Background: an optimization exercise with open tools, aiming at small area and a short achievable clock period. Do not read the settings as production practice. RTL that was checked went through simulation tests only; none was proved equivalent to the original. For run 2, only the layout was checked, not whether the RTL still works. No activity file was given, so power comes from the tool's default toggle rates.

==> design/flow/design.v <==
package spi_ram_pkg;
    localparam int ADDR_SIZE_DEF = 8;
    localparam int MEM_DEPTH_DEF = 256;
    typedef enum logic [1:0] {
        WR_ADDR = 2'b00,
        WR_DATA = 2'b01,
        RD_ADDR = 2'b10,
        RD_DATA = 2'b11
    } RAM_OP_e;
endpackage
module spi_ram_array #(
    parameter int MEM_DEPTH = 256,
    parameter int ADDR_SIZE = 8
) (
    input  logic                 clk,
    input  logic                 rst_n,
    input  logic                 we,
    input  logic [ADDR_SIZE-1:0] waddr,
    input  logic [ADDR_SIZE-1:0] wdata,
    input  logic                 re,
    input  logic [ADDR_SIZE-1:0] raddr,
    output logic [ADDR_SIZE-1:0] rdata
);
    logic [ADDR_SIZE-1:0] r_mem [MEM_DEPTH];
    always_ff @(posedge clk) begin
        if (we) begin
            r_mem[waddr] <= wdata;
        end
    end
    always_ff @(posedge clk) begin
        if (!rst_n) begin
            rdata <= '0;
        end else if (re) begin
            rdata <= r_mem[raddr];
        end
    end
endmodule
module spi_ram #(
    parameter int MEM_DEPTH = spi_ram_pkg::MEM_DEPTH_DEF,
    parameter int ADDR_SIZE = spi_ram_pkg::ADDR_SIZE_DEF,
    parameter bit AUTO_INC  = 1'b0
) (
    input  logic                 clk,
    input  logic                 rst_n,
    input  logic [ADDR_SIZE+1:0] din,
    input  logic                 rx_valid,
    output logic [ADDR_SIZE-1:0] dout,
    output logic                 tx_valid,
    output logic                 seq_err
);
    localparam logic [ADDR_SIZE-1:0] ADDR_ONE = ADDR_SIZE'(1);
    logic [ADDR_SIZE-1:0] r_wr_addr;
    logic [ADDR_SIZE-1:0] r_rd_addr;
    logic                 r_wr_armed;
    logic                 r_rd_armed;
    logic                 r_tx_valid;
    logic                 r_seq_err;
    spi_ram_pkg::RAM_OP_e              w_op;
    logic [ADDR_SIZE-1:0] w_payload;
    logic                 w_we;
    logic                 w_re;
    logic                 w_seq_err;
    logic [ADDR_SIZE-1:0] w_rdata;
    assign w_op      = spi_ram_pkg::RAM_OP_e'(din[ADDR_SIZE+1:ADDR_SIZE]);
    assign w_payload = din[ADDR_SIZE-1:0];
    always_comb begin
        w_we      = 1'b0;
        w_re      = 1'b0;
        w_seq_err = 1'b0;
        if (rx_valid) begin
            case (w_op)
                spi_ram_pkg::WR_DATA: begin
                    w_we      = r_wr_armed;
                    w_seq_err = !r_wr_armed;
                end
                spi_ram_pkg::RD_DATA: begin
                    w_re      = r_rd_armed;
                    w_seq_err = !r_rd_armed;
                end
                default: ;
            endcase
        end
    end
    always_ff @(posedge clk) begin
        if (!rst_n) begin
            r_wr_addr  <= '0;
            r_rd_addr  <= '0;
            r_wr_armed <= 1'b0;
            r_rd_armed <= 1'b0;
            r_tx_valid <= 1'b0;
            r_seq_err  <= 1'b0;
        end else begin
            r_tx_valid <= w_re;
            r_seq_err  <= w_seq_err;
            if (rx_valid) begin
                case (w_op)
                    spi_ram_pkg::WR_ADDR: begin
                        r_wr_addr  <= w_payload;
                        r_wr_armed <= 1'b1;
                    end
                    spi_ram_pkg::WR_DATA: begin
                        if (w_we && AUTO_INC) begin
                            r_wr_addr <= r_wr_addr + ADDR_ONE;
                        end
                    end
                    spi_ram_pkg::RD_ADDR: begin
                        r_rd_addr  <= w_payload;
                        r_rd_armed <= 1'b1;
                    end
                    spi_ram_pkg::RD_DATA: begin
                        if (w_re && AUTO_INC) begin
                            r_rd_addr <= r_rd_addr + ADDR_ONE;
                        end
                    end
                    default: ;
                endcase
            end
        end
    end
    spi_ram_array #(
        .MEM_DEPTH (MEM_DEPTH),
        .ADDR_SIZE (ADDR_SIZE)
    ) u_array (
        .clk   (clk),
        .rst_n (rst_n),
        .we    (w_we),
        .waddr (r_wr_addr),
        .wdata (w_payload),
        .re    (w_re),
        .raddr (r_rd_addr),
        .rdata (w_rdata)
    );
    assign dout         = w_rdata;
    assign tx_valid     = r_tx_valid;
    assign seq_err      = r_seq_err;
endmodule
module spi_ram_top (
    input  logic       clk,
    input  logic       rst_n,
    input  logic [9:0] din,
    input  logic       rx_valid,
    output logic [7:0] dout,
    output logic       tx_valid,
    output logic       seq_err
);
    spi_ram #(
        .MEM_DEPTH (256),
        .ADDR_SIZE (8),
        .AUTO_INC  (1'b1)
    ) u_ram (
        .clk      (clk),
        .rst_n    (rst_n),
        .din      (din),
        .rx_valid (rx_valid),
        .dout     (dout),
        .tx_valid (tx_valid),
        .seq_err  (seq_err)
    );
endmodule
==> design/flow/run.sh <==
#!/bin/bash
# synth_recipe.tcl (not shown) runs the flow's synth.tcl, then flattens the netlist and writes it again
# the make line also repeats each setting of config.mk as NAME=value (left out here)
make -C /OpenROAD-flow-scripts/flow DESIGN_CONFIG=/design/flow/config.mk WORK_HOME=/design/flow/orfs CLKGATE_MAP_FILE= SYNTH_SCRIPT=/design/flow/synth_recipe.tcl finish
==> design/flow/config.mk <==
export PLATFORM = sky130hd
export DESIGN_NAME = spi_ram_top
export DESIGN_NICKNAME = spi_ram_top
export VERILOG_FILES = /design/flow/design.v
export SDC_FILE = /design/flow/constraint.sdc
export NUM_CORES = 4
export LEC_CHECK = 0
export CAP_MARGIN = 20
export CORE_MARGIN = 2
export CORE_UTILIZATION = 40
export SLEW_MARGIN = 20
==> design/flow/constraint.sdc <==
create_clock -name core_clock -period 4.0 [get_ports {clk}]
set_input_delay 0.8000 -clock core_clock [delete_from_list [all_inputs] [get_ports {clk}]]
set_output_delay 0.8000 -clock core_clock [all_outputs]
set_load 0.01 [all_outputs]
==> metrics.yaml, run 1 <==
pwr:
  ir_worst_vdd_mv: 0.436
  power_density_mw_per_mm2: 481
  leakage_nw: 29.6
synth:
  synth-seq-area-share_pct: 76.3
  yosysUniqueCellTypes: 72
  syn_inst: 3920
  syn-num-nets: 3938
  synth_area_mm2: 0.0813
  ys_ff_latch: 2076
  synth_edf_count: 2048
  synth_ff_type: "edfxtp_1"
  synthArstFlopShare_pct: 0
  synth_area_per_cell_um2: 20.7
  yosysWarnings: 2
grt:
  grt_first_pass_wirelength_mm: 318
  grt_use_total_pct: 21.7
  grt.overflow.total: 0
  antenna_found_initial: 6
  first_global_vias: 42100
  grt_max_degree: 121
clocking:
  clock_sinks: 2076
  root_buffer: "clkbuf_16"
  cts_tree: "yes"
  htree_num_levels: 4
  clk_pin_slew_ns: 0.06
  clock_path_buffers: 3
  clk_latency_ns: 0.84
  cts_hold_buf: 0
  postCtsSetupRepairBufs: 0
  cts_buffers: 207
timing:
  post-route-period-util_pct: 95.1
  relSlewSlack_pct: 29.9
  finalSetupViolations: 0
  fmax_mhz: 263
  finalHoldViolations: 0
  setup-tns-final_ns: 0
  worstMarginPinSlew_ns: 1.05
  skew_ns: 0.0307
  period_minus_slack_ns: 3.80
  setup_ws_ns: 0.198
  drv_slew: 0
  rsz0062_at_grt: "false"
finish:
  layout-drive-gt1-share_pct: 28.6
  mostFrequentLayoutCells: "edfxtp_1 (2,048), mux4_2 (473), buf_4 (461)"
  design_area_mm2: 0.0947
  syn2layout_area_growth_pct: 16.5
  layout_commonest_cell: "edfxtp_1"
  final_nets: 4431
  final_util_pct: 46.9
detailed_routing:
  via_count: 42400
  drc: 0
  viasPerCell: 5.85
  first_iter_violations: 5568
  wl_per_cell_um: 31.0
  wl_mm: 225
  ant_nets: 0
  dr.pass1.iters: 6
critical_path:
  cp.required_ns: 4.70
  critPathMostFrequentCell: "buf_12"
  end_kind: "flip-flop"
  crit_chain: "buf_12 -> buf_12 -> mux4_2 -> a22o_1 -> a221oi_1 -> o22ai_1 -> nor4_2 -> a211o_1 -> a41oi_1"
  path_buf_inv: 2
  arrival_ns: 4.50
  worst_setup_path_start_kind: "flip-flop"
  crit_fanout: 14
  slowest_stage: "dfxtp_4"
  cpLargestDelayFamily: "compound AO/OA/AOI/OAI gates"
  worstSetupPathType: "reg -> reg"
  cpPeakStageDelay_ns: 0.58
floorplan:
  io_pins: 23
  die_w_um: 455
  die-area_mm2: 0.207
  coreArea_mm2: 0.202
  row_count: 165
  die_h_um: 455
  start_util_pct: 40.2
placement:
  dp_hpwl_mm: 142
  place.gp.congestion: 0.932
  detailedPlace.worstSlack_ns: 0.0416
  portBuffers: 22
  place_area_mm2: 0.0879
min_path:
  worstHoldPathType: "in -> reg"
flow_run:
  max-cap-violations: 0
outcome:
  outcome: "timing/DRC/antenna clean"
worst register-to-register path: cells and delay by family (launching register included):
family	cells	cell delay, ns
muxes	1	0.54
DFF	1	0.58
AOI/OAI and AO/OA	5	1.58
and+or+nand+nor	1	0.50
buffers and inverters	2	0.46
cell type report:
cell class / count / area, um2
Clock buffer: 256 / 5440
Sequential cell: 2076 / 62100
Inverter: 13 / 56.3
Multi-Input combinational cell: 1586 / 17800
Tap cell: 2672 / 3340
Antenna cell: 4 / 10.0
Timing Repair Buffer: 529 / 4630
Fill cell: 16500 / 107000
Clock inverter: 121 / 1390
cells in the mapped netlist, types with 4 or more instances:
cell / n / share of area [%]
clkbuf_1: 100 / 0.46
and3_1: 8 / 0.062
mux2i_1: 177 / 2.2
edfxtp_1: 2048 / 76
a22oi_1: 36 / 0.33
mux4_1: 11 / 0.36
and2_1: 11 / 0.085
nor3_1: 13 / 0.080
buf_4: 19 / 0.18
buf_12: 6 / 0.15
a222oi_1: 5 / 0.062
nand4_1: 9 / 0.069
o2111ai_1: 6 / 0.065
buf_2: 70 / 0.43
mux4_2: 473 / 13
buf_8: 15 / 0.28
nor2_1: 323 / 1.5
buf_1: 11 / 0.051
a41oi_1: 4 / 0.043
a311oi_1: 5 / 0.054
o22ai_1: 27 / 0.21
a221oi_1: 36 / 0.39
a211oi_1: 11 / 0.10
o21ai_0: 53 / 0.33
o211ai_1: 7 / 0.065
a31oi_1: 21 / 0.16
a21oi_1: 80 / 0.49
nand3b_1: 4 / 0.037
nor2b_1: 13 / 0.10
nand2_1: 109 / 0.50
mux2_2: 5 / 0.069
ha_1: 5 / 0.077
dfxtp_1: 28 / 0.69
a22o_1: 12 / 0.13
o22a_1: 4 / 0.043
a221o_1: 7 / 0.086
o221ai_1: 17 / 0.18
nand3_1: 43 / 0.26
a21o_1: 7 / 0.065
buf_6: 23 / 0.32
inv_1: 9 / 0.042
timing repair:
action | 4_1_cts | 5_1_grt
endpoints found under the hold margin | 0 | 0
endpoints found under the setup margin | 0 | 1
gates resized for setup | 0 | 1
report_power, final:
part	switching (W)	total, W	internal, W
Sequential	0.0000435	0.0239	0.0239
Clock	0.00827	0.0195	0.0113
Combinational	0.00134	0.00203	0.000691
layer usage:
layer | vias to the layer above | routed length (um) | track usage, %
li1 | 17300 | - | -
met1 | 22600 | 90800 | 30.2
met2 | 2104 | 106000 | 33.9
met3 | 388 | 19300 | 4.32
met4 | 4 | 9060 | 8.29
met5 | - | 40 | 0
stage by stage:
stage	instances	power [W]	hold WS (ns)
5_1_grt	7255	0.0467	0.502
2_1_floorplan	3920	0.0254	0.463
3_3_place_gp	6876	0.0264	0.523
3_5_place_dp	6876	0.0264	0.522
6_report	7257	0.0455	0.514
4_1_cts	7253	0.0458	0.476
sequential cells by signal, summed over array words and instances (netlist names):
name	cells
u_ram.r_rd_armed	1
u_ram.r_rd_addr	8
u_ram.u_array.rdata	8
u_ram.r_tx_valid	1
u_ram.r_wr_armed	1
u_ram.r_seq_err	1
u_ram.r_wr_addr	8
u_ram.u_array.r_mem	2048
path summary, 6_finish.rpt:
| check | start | to | slack [ns] | cells after the start |
|---|---|---|---|---|
| min | din[2] | u_ram.u_array.r_mem[75][2] | 0.51 | 1 |
| min reg2reg | u_ram.r_wr_armed | u_ram.r_wr_armed | 0.57 | 2 |
| max reg2reg | u_ram.r_rd_addr[0] | u_ram.u_array.rdata[2] | 0.20 | 9 |
| max | u_ram.r_rd_addr[0] | u_ram.u_array.rdata[2] | 0.20 | 9 |
logic make-up after synthesis:
family / Yosys count / share of synthesized area [%]
compound gates: 370 / 3.17
mux: 666 / 15.7
fa+ha+maj: 5 / 0.0769
simple gates: 545 / 2.80
flops: 2076 / 76.3
buf+inv: 258 / 1.93
==> inputs of run 2 (changes only) <==
==> design/flow/design.v (replaced) <==
package spi_ram_pkg;
    localparam int ADDR_SIZE_DEF = 8;
    localparam int MEM_DEPTH_DEF = 256;
    typedef enum logic [1:0] {
        WR_ADDR = 2'b00,
        WR_DATA = 2'b01,
        RD_ADDR = 2'b10,
        RD_DATA = 2'b11
    } RAM_OP_e;
endpackage
module spi_ram_array (
    input  logic       clk,
    input  logic       rst_n,
    input  logic       we,
    input  logic [7:0] waddr,
    input  logic [7:0] wdata,
    input  logic       re,
    input  logic [7:0] raddr,
    output logic [7:0] rdata
);
    logic [15:0] w_lo, w_hi, r_lo, r_hi;
    assign w_lo = 16'd1 << waddr[3:0];
    assign w_hi = 16'd1 << waddr[7:4];
    assign r_lo = 16'd1 << raddr[3:0];
    assign r_hi = 16'd1 << raddr[7:4];
    logic [15:0] w_hi_en;
    assign w_hi_en = w_hi & {16{we}};
    logic [2047:0] r_word;
    logic [2047:0] w_sel;
    logic [127:0]  w_grp;
    for (genvar h = 0; h < 16; h++) begin : g_hi
        for (genvar l = 0; l < 16; l++) begin : g_lo
            always_ff @(posedge clk) begin
                if (w_hi_en[h] && w_lo[l]) begin
                    r_word[8*(16*h+l) +: 8] <= wdata;
                end
            end
            for (genvar b = 0; b < 8; b++) begin : g_b
                assign w_sel[256*b + 16*h + l] = r_word[8*(16*h+l) + b] & r_lo[l];
            end
        end
        for (genvar b = 0; b < 8; b++) begin : g_grp
            assign w_grp[16*b + h] = (|w_sel[256*b + 16*h +: 16]) & r_hi[h];
        end
    end
    logic [7:0] w_rd;
    for (genvar b = 0; b < 8; b++) begin : g_rd
        assign w_rd[b] = |w_grp[16*b +: 16];
    end
    always_ff @(posedge clk) begin
        if (!rst_n) begin
            rdata <= '0;
        end else if (re) begin
            rdata <= w_rd;
        end
    end
endmodule
module spi_ram (
    input  logic       clk,
    input  logic       rst_n,
    input  logic [9:0] din,
    input  logic       rx_valid,
    output logic [7:0] dout,
    output logic       tx_valid,
    output logic       seq_err
);
    logic [7:0] r_wr_addr;
    logic [7:0] r_rd_addr;
    logic       r_wr_armed;
    logic       r_rd_armed;
    logic       r_tx_valid;
    logic       r_seq_err;
    logic [1:0] w_op;
    logic [7:0] w_payload;
    logic       w_we;
    logic       w_re;
    logic       w_seq_err;
    assign w_op      = din[9:8];
    assign w_payload = din[7:0];
    assign w_we      = rx_valid && (w_op == spi_ram_pkg::WR_DATA) && r_wr_armed;
    assign w_re      = rx_valid && (w_op == spi_ram_pkg::RD_DATA) && r_rd_armed;
    assign w_seq_err = rx_valid && w_op[0] && !(w_op[1] ? r_rd_armed : r_wr_armed);
    always_ff @(posedge clk) begin
        if (!rst_n) begin
            r_wr_addr  <= '0;
            r_rd_addr  <= '0;
            r_wr_armed <= 1'b0;
            r_rd_armed <= 1'b0;
            r_tx_valid <= 1'b0;
            r_seq_err  <= 1'b0;
        end else begin
            r_tx_valid <= w_re;
            r_seq_err  <= w_seq_err;
            if (rx_valid && w_op == spi_ram_pkg::WR_ADDR) begin
                r_wr_addr  <= w_payload;
                r_wr_armed <= 1'b1;
            end else if (w_we) begin
                r_wr_addr  <= r_wr_addr + 8'd1;
            end
            if (rx_valid && w_op == spi_ram_pkg::RD_ADDR) begin
                r_rd_addr  <= w_payload;
                r_rd_armed <= 1'b1;
            end else if (w_re) begin
                r_rd_addr  <= r_rd_addr + 8'd1;
            end
        end
    end
    spi_ram_array u_array (
        .clk   (clk),
        .rst_n (rst_n),
        .we    (w_we),
        .waddr (r_wr_addr),
        .wdata (w_payload),
        .re    (w_re),
        .raddr (r_rd_addr),
        .rdata (dout)
    );
    assign tx_valid = r_tx_valid;
    assign seq_err  = r_seq_err;
endmodule
module spi_ram_top (
    input  logic       clk,
    input  logic       rst_n,
    input  logic [9:0] din,
    input  logic       rx_valid,
    output logic [7:0] dout,
    output logic       tx_valid,
    output logic       seq_err
);
    spi_ram u_ram (
        .clk      (clk),
        .rst_n    (rst_n),
        .din      (din),
        .rx_valid (rx_valid),
        .dout     (dout),
        .tx_valid (tx_valid),
        .seq_err  (seq_err)
    );
endmodule
--- a/design/flow/config.mk
+++ b/design/flow/config.mk
@@ -9,3 +9,4 @@
 export CORE_MARGIN = 2
-export CORE_UTILIZATION = 40
+export CORE_UTILIZATION = 60
+export SETUP_SLACK_MARGIN = 2.0
 export SLEW_MARGIN = 20
==> metrics.yaml, run 2 <==
detailed_routing:
  dr.pass1.iters: 14  # was 6
  first_iter_violations: 10200  # was 5,568
  ant_nets: 0  # unchanged
  wl_per_cell_um: 41.7  # was 31.0 um
  drc: 0  # unchanged
  viasPerCell: 7.36  # was 5.85
  wl_mm: 293  # was 225 mm
  via_count: 51700  # was 42,400
timing:
  relSlewSlack_pct: 20.8  # was 29.9%
  post-route-period-util_pct: 80.4  # was 95.1%
  drv_slew: 0  # unchanged
  period_minus_slack_ns: 3.21  # was 3.80 ns
  fmax_mhz: 311  # was 263 MHz
  rsz0062_at_grt: "true"  # was false
  skew_ns: 0.0247  # was 0.0307 ns
  finalSetupViolations: 0  # unchanged
  finalHoldViolations: 0  # unchanged
  worstMarginPinSlew_ns: 1.18  # was 1.05 ns
  setup-tns-final_ns: 0  # unchanged
clocking:
  clock_sinks: 2076  # unchanged
  cts_hold_buf: 0  # unchanged
  root_buffer: "clkbuf_16"  # unchanged
  htree_num_levels: 4  # unchanged
  clock_path_buffers: 3  # unchanged
  cts_tree: "yes"  # unchanged
  clk_pin_slew_ns: 0.06  # about the same
  cts_buffers: 202  # was 207
  clk_latency_ns: 0.84  # about the same
grt:
  first_global_vias: 48700  # was 42,100
  antenna_found_initial: 14  # was 6
  grt_first_pass_wirelength_mm: 397  # was 318 mm
  grt.overflow.total: 0  # unchanged
  grt_use_total_pct: 43.9  # was 21.7%
  grt_max_degree: 91  # was 121
pwr:
  clkPwrFrac_pct: 41.4  # was 42.9%
  power_switching_w: 0.00951  # was 0.00965 W
  seq_power_share_pct: 54.0  # was 52.6%
  ir_worst_vdd_mv: 0.449  # was 0.436 mV
  p_sw_share_pct: 21.5  # was 21.2%
  p_int_w: 0.0347  # was 0.0359 W
  leakage_nw: 30.9  # was 29.6 nW
  pwr-share-comb_pct: 4.6  # was 4.5%
  power_density_mw_per_mm2: 445  # was 481 mW/mm2
critical_path:
  r2r_end: "u_ram.u_array.rdata[7]"  # was u_ram.u_array.rdata[2]
  cp.required_ns: 4.71  # was 4.70 ns
  crit_fanout: 7  # was 14
  worst_setup_path_start_kind: "flip-flop"  # unchanged
  arrival_ns: 3.92  # was 4.50 ns
  end_kind: "flip-flop"  # unchanged
  crit_chain: "buf_6 -> buf_8 -> buf_16 -> nor2b_4 -> buf_4 -> a222oi_1 -> o21ai_1 -> a21oi_1 -> a31oi_1 -> a211oi_1 -> a32oi_1"  # was buf_12 -> buf_12 -> mux4_2 -> a22o_1 -> a221oi_1 -> o22ai_1 -> nor4_2 -> a211o_1 -> a41oi_1
  reg2reg_slack_ns: 0.79  # was 0.20 ns
  cpPeakStageDelay_ns: 0.80  # was 0.58 ns
  slowest_stage: "a222oi_1"  # was dfxtp_4
  rr_startpoint: "u_ram.r_rd_addr[3]"  # was u_ram.r_rd_addr[0]
  worstSetupPathType: "reg -> reg"  # unchanged
  rr_worst_depth: 11  # was 9
finish:
  fillers: 7358  # was 16,500
  final_nets: 5153  # was 4,431
  layout_commonest_cell: "edfxtp_1"  # unchanged
  final_util_pct: 76.6  # was 46.9%
  layout-drive-gt1-share_pct: 32.4  # was 28.6%
  top_register: "u_ram.u_array.r_word"  # was u_ram.u_array.r_mem
  syn2layout_area_growth_pct: 26.6  # was 16.5%
  mostFrequentLayoutCells: "edfxtp_1 (2,048), a22oi_1 (373), nor2_4 (261)"  # was edfxtp_1 (2,048), mux4_2 (473), buf_4 (461)
  largest_reg_flops: 2048  # unchanged
placement:
  dp_hpwl_mm: 170  # was 142 mm
  portBuffers: 22  # unchanged
  place.gp.congestion: 0.991  # was 0.932
synth:
  yosysTopAreaCell: "edfxtp_1"  # unchanged
  synthArstFlopShare_pct: 0  # unchanged
  synth.top_cell.area_share_pct: 78.4  # was 75.6%
  synth-seq-area-share_pct: 79.1  # was 76.3%
  syn_inst: 4499  # was 3,920
  syn-num-nets: 4524  # was 3,938
  synth_area_mm2: 0.0785  # was 0.0813 mm2
  yosysUniqueCellTypes: 72  # unchanged
  synth_area_leaders: "edfxtp_1 (78%), a22oi_1 (3.8%), mux2_2 (3.1%)"  # was edfxtp_1 (76%), mux4_2 (13%), mux2i_1 (2.2%)
  synth_area_per_cell_um2: 17.4  # was 20.7 um2
  ys_ff_latch: 2076  # unchanged
  synth_ff_type: "edfxtp_1"  # unchanged
  yosysMostFrequentCell: "edfxtp_1"  # unchanged
  synth_commonest_cells: "edfxtp_1 (2,048), a22oi_1 (397), nor2_1 (322), mux2_2 (213), clkbuf_1 (167)"  # was edfxtp_1 (2,048), mux4_2 (473), nor2_1 (323), mux2i_1 (177), nand2_1 (109)
  yosysWarnings: 2  # unchanged
  synth_edf_count: 2048  # unchanged
floorplan:
  io_pins: 23  # unchanged
  coreArea_mm2: 0.130  # was 0.202 mm2
  die_w_um: 366  # was 455 um
  die_h_um: 366  # was 455 um
  row_count: 132  # was 165
  die-area_mm2: 0.134  # was 0.207 mm2
  start_util_pct: 60.5  # was 40.2%
min_path:
  hold_depth: 1  # unchanged
  holdPathEnd: "u_ram.u_array.r_word[1511]"  # was u_ram.u_array.r_mem[75][2]
  hold_start: "din[7]"  # was din[2]
  worstHoldPathType: "in -> reg"  # unchanged
outcome:
  outcome: "timing/DRC/antenna clean"  # unchanged
flow_run:
  max-cap-violations: 0  # unchanged
-- run 2: cell count changes in the layout (fill, tap and decap cells not counted), sizes merged, moves of 93 or more --
cell and change:
a221oi +93, a222oi +101, a22o +110, a22oi +361, buf +190, mux2 +212
mux2i -109, mux4 -483
-- run 2: worst max-delay path by stage --
stage | from | cells past startpoint | to
after detailed placement | u_ram.r_rd_addr[0] | 11 | u_ram.u_array.rdata[2]
after CTS | u_ram.r_rd_addr[0] | 13 | u_ram.u_array.rdata[4]
after global placement | u_ram.r_rd_addr[0] | 11 | u_ram.u_array.rdata[0]
after global routing | u_ram.r_rd_addr[1] | 10 | u_ram.u_array.rdata[6]
final | u_ram.r_rd_addr[3] | 11 | u_ram.u_array.rdata[7]
after floorplan | u_ram.r_rd_addr[2] | 14 | u_ram.u_array.rdata[2]
-- run 2: kinds of logic after synthesis --
kind of cell	synth area share [%]
AO/OA/AOI/OAI	10.9
XOR/XNOR	0.0558
adder cells (fa/ha/maj)	0.191
buffers and inverters	1.71
flip-flops	79.1
multiplexers	4.01
AND/OR/NAND/NOR	4.03
-- run 2: area by class of cell --
| class | count | area [um2] | share of cell area (%) |
|---|---|---|---|
| timing repair buffer | 717 | 9860 | 9.93 |
| antenna | 6 | 15.0 | 0.0151 |
| clock inverter | 82 | 667 | 0.671 |
| inverter | 12 | 58.8 | 0.0592 |
| tap | 1742 | 2180 | 2.19 |
| multi-input combinational | 2119 | 18900 | 19.0 |
| clock buffer | 278 | 5540 | 5.58 |
| sequential | 2076 | 62100 | 62.5 |
-- run 2: critical path: cells and delay by family (launching register included) --
kind	cells	cell delay [ns]
AO/OA/AOI/OAI	6	1.90
flip-flops	1	0.45
AND/OR/NAND/NOR	1	0.09
buffers and inverters	4	0.63
-- run 2: power groups by stage --
| stage | registers [W] | logic [W] | clock network, W |
|---|---|---|---|
| 2_1_floorplan | 0.0244 | 0.000598 | 0 |
| 4_1_cts | 0.0239 | 0.00187 | 0.0182 |
| 3_5_place_dp | 0.0244 | 0.00167 | 0 |
| 3_3_place_gp | 0.0244 | 0.00167 | 0 |
| 5_1_grt | 0.0239 | 0.00201 | 0.0190 |
| 6_report | 0.0239 | 0.00202 | 0.0183 |
-- run 2: per-stage QoR --
stage	instance area (um2)	power (W)	hold slack [ns]	instances	setup slack, ns
finish	99300	0.0442	0.428	7032	0.785
floorplan	81200	0.0250	0.441	4499	1.25
global placement	84700	0.0260	0.523	6210	0.114
CTS	98300	0.0440	0.400	6987	0.932
global route	99300	0.0449	0.439	7028	0.852
detailed placement	84700	0.0260	0.508	6210	0.0818
-- run 2: metal layers --
metal	GRT usage, %	up-vias	share of wire [%]
met3	14.1	962	16
met5	0.980	-	0.10
met1	61.6	25900	35
li1	-	19900	-
met4	23.6	18	6.4
met2	61.5	4946	42
-- run 2: repair_timing --
| action | 4_1_cts | 5_1_grt |
|---|---|---|
| cloned | 32 | 5 |
| gates resized for setup | 481 | 133 |
| pin swaps | 242 | 222 |
| setup endpoints to repair | 2075 | 2074 |
| buffers inserted | 385 | 34 |

[port drivers added, routing unchanged]
In the flow no input, the clock included, has a driving cell. The finished layouts below were timed again as built, in two steps.
Step 1 sets driving cells, clkbuf_16 on the clock port and buf_2 on the other inputs (assumed; they add their load-dependent delay and slew).
Step 2 also shifts input and output timing later by t, the mid clock arrival at the registers, as if the neighbouring blocks saw the same clock.
a / b / c = no drivers / after step 1 / after step 2; a / b = the first two.
| run | t (ns) | setup WS [ns] | worst data-port slew with drivers (ns) |
|---|---|---|---|
| run 1 | 0.914 | 0.198 / 0.198 / 0.198 | 0.06 |
| run 2 | 0.913 | 0.785 / 0.785 / 0.697 | 0.05 |
After both steps every run listed still meets setup and hold. The setup slack of run 2, which loses most, moves by 0.000 ns with the drivers and by -0.088 ns with both steps.
